This is an optimization exercise on Yosys and OpenROAD, whose aim is small area, a short achievable clock period and few clock cycles per item, not a production implementation.
Only simulation tests tie the RTL to the original design; equivalence was not proved.
Power and IR drop assume default switching activity.

// unordered_value_table_unit
module unordered_value_table_unit #(
    parameter int DEPTH = 16
) (
    input  logic                aclk,
    input  logic                aresetn,
    input  logic                s_tvalid,
    output logic                s_tready,
    input  logic [uvt_pkg::InDataW-1:0]  s_tdata,
    output logic                m_tvalid,
    input  logic                m_tready,
    output logic [uvt_pkg::OutDataW-1:0] m_tdata
);
Size in the first run: roughly 62 I/O pins, roughly 32,000 µm² of cells after synthesis.
Settings: LEC_CHECK=0, CAP_MARGIN=20, CORE_MARGIN=2, CORE_UTILIZATION=40, CTS_BUF_LIST=sky130_fd_sc_hd__clkbuf_16, CTS_CLUSTER_DIAMETER=80, CTS_CLUSTER_SIZE=30, PLACE_DENSITY=0.6, SETUP_SLACK_MARGIN=2.4, SLEW_MARGIN=20; clock period 5.0 ns.
standard.sh (not shown) runs the stock make flow with config.mk's settings and CLKGATE_MAP_FILE= SYNTH_SCRIPT=/design/flow/synth_recipe.tcl, a recipe that flattens the netlist after the stock synthesis.
==> flow/flow/run.sh <==
#!/bin/bash
# Standard layout with two changes: ports are buffered by a plain buffer
# instead of the default pick, and the resizer may change a cell's footprint
# in every stage (the platform limits it to same-footprint swaps before
# global routing).
set -euo pipefail
export BUFFER_PORTS_ARGS="-buffer_cell sky130_fd_sc_hd__buf_4"
sed 's/CLKGATE_MAP_FILE= /CLKGATE_MAP_FILE= MATCH_CELL_FOOTPRINT=0 /' standard.sh > standard_fp.sh
cp standard_fp.sh standard_fp.sh.log
bash standard_fp.sh > standard.log 2>&1
Testbench counts at the start, summed over its fixed seeds: cycles 12,016, items 12,000.
Then changed:
--- a/flow/config.mk
+++ b/flow/config.mk
@@ -9,8 +9,5 @@
 export CORE_MARGIN = 2
 export CORE_UTILIZATION = 40
-export CTS_BUF_LIST = sky130_fd_sc_hd__clkbuf_16
-export CTS_CLUSTER_DIAMETER = 80
-export CTS_CLUSTER_SIZE = 30
 export PLACE_DENSITY = 0.6
-export SETUP_SLACK_MARGIN = 2.4
+export SETUP_SLACK_MARGIN = 2.3
 export SLEW_MARGIN = 20
After rerunning: The new run produced a clean layout; clock-buffer cell count increases by 56; register-to-register slack is worse by 0.06 ns; synthesized area does not change; wire length decreases by 2.2%; power increases by 13%.


Setup of east:
Another version of the RTL of unordered_value_table_unit (not shown whole).
Size in the first run: roughly 640 flip-flops, ~0.031 mm² of cells after synthesis.
==> flow/config.mk <==
export PLATFORM = sky130hd
export DESIGN_NAME = unordered_value_table_unit
export DESIGN_NICKNAME = unordered_value_table_unit
export VERILOG_FILES = /design/flow/design.v
export SDC_FILE = /design/flow/constraint.sdc
export NUM_CORES = 4
export LEC_CHECK = 0
export CAP_MARGIN = 20
export CORE_MARGIN = 2
export CORE_UTILIZATION = 40
export CTS_BUF_LIST = sky130_fd_sc_hd__clkbuf_8
export CTS_CLUSTER_DIAMETER = 50
export CTS_CLUSTER_SIZE = 16
export PLACE_DENSITY = 0.6
export SETUP_SLACK_MARGIN = 2.3
export SLEW_MARGIN = 70
==> flow/constraint.sdc <==
create_clock -name core_clock -period 5.0 [get_ports {aclk}]
set_input_delay 1.0000 -clock core_clock [delete_from_list [all_inputs] [get_ports {aclk}]]
set_output_delay 1.0000 -clock core_clock [all_outputs]
set_load 0.01 [all_outputs]
==> flow/flow/run.sh <==
#!/bin/bash
# Standard layout, but with ports buffered by a plain buffer instead of the
# default pick.
set -euo pipefail
export BUFFER_PORTS_ARGS="-buffer_cell sky130_fd_sc_hd__buf_4"
cp standard.sh standard_copy.sh.log
bash standard.sh > standard.log 2>&1
east | status: complete | timing, DRC, antenna: pass
Testbench counts of east, summed over its fixed seeds: cycles 12,016, items 12,000.
[inputs] north vs east
# east
export LEC_CHECK = 0
export CAP_MARGIN = 20
export CORE_MARGIN = 2
export CORE_UTILIZATION = 40
export CTS_BUF_LIST = sky130_fd_sc_hd__clkbuf_8
export CTS_CLUSTER_DIAMETER = 50
export CTS_CLUSTER_SIZE = 16
export PLACE_DENSITY = 0.6
export SETUP_SLACK_MARGIN = 2.3
export SLEW_MARGIN = 70
create_clock -name core_clock -period 5.0 [get_ports {aclk}]
# north
export LEC_CHECK = 0
export CAP_MARGIN = 20
export CORE_MARGIN = 2
export CORE_UTILIZATION = 40
export PLACE_DENSITY = 0.6
export SETUP_SLACK_MARGIN = 2.3
export SLEW_MARGIN = 20
create_clock -name core_clock -period 5.0 [get_ports {aclk}]
==> flow/flow/run.sh <==
#!/bin/bash
# Standard layout with two changes: ports are buffered by a plain buffer
# instead of the default pick, and the resizer may change a cell's footprint
# in every stage (the platform limits it to same-footprint swaps before
# global routing).
set -euo pipefail
export BUFFER_PORTS_ARGS="-buffer_cell sky130_fd_sc_hd__buf_8"
sed 's/CLKGATE_MAP_FILE= /CLKGATE_MAP_FILE= MATCH_CELL_FOOTPRINT=0 /' standard.sh > standard_fp.sh
cp standard_fp.sh standard_fp.sh.log
bash standard_fp.sh > standard.log 2>&1
### Flow results
north closes out successfully: all stages finished, all timing, DRC and antenna checks passed. east completed every stage of the flow, and the final layout passed the timing, design-rule and antenna checks. Compared with east, in north relative contribution of the clock network to total power up 5.6 points, placer's final routability congestion estimate now sits lower, detailed placer's ending HPWL saw a decrease, final number of max-transition violations now sits at about the same level, first-pass GRT wire length down 2.4%. Against east as the reference, north delivers a lower count of cell instances traversed by the critical path. east and north ended up with roughly the same sequential cell count.

==> separate check: timing with driven ports <==
In the flow no input, the clock included, has a driving cell. The finished layouts below were timed again as built, in two steps.
Step 1 sets driving cells, clkbuf_16 on the clock port and buf_2 on the other inputs (assumed; they add their load-dependent delay and slew).
Step 2, shift: input delay + t, output delay - t, t = (earliest + latest rising clock arrival at the registers) / 2. This alone moves slack from input paths to output paths.
Slacks: no drivers / after step 1 / after step 2; pairs: no drivers / after step 1.
| run | shift t [ns] | slack for setup (ns) | hold slack, ns | slew at the worst register clock pin (ns) | cell pins on the clock port's net |
|---|---|---|---|---|---|
| the first run of note 1 | 0.678 | 2.191 / 2.191 / 1.669 | 0.542 / 0.542 / 0.542 | 0.12 / 0.12 | 1 |
| the second run of note 1 | 0.675 | 2.131 / 2.131 / 1.481 | 0.519 / 0.519 / 0.519 | 0.07 / 0.07 | 1 |
| east | 0.791 | 2.106 / 2.106 / 1.713 | 0.453 / 0.420 / 0.538 | 0.11 / 0.11 | 1 |
| north | 0.716 | 2.168 / 2.168 / 1.523 | 0.525 / 0.511 / 0.528 | 0.07 / 0.07 | 1 |
After both steps every run listed still meets setup and hold. The setup slack of the second run of note 1, which loses most, moves by 0.000 ns with the drivers and by -0.650 ns with both steps.
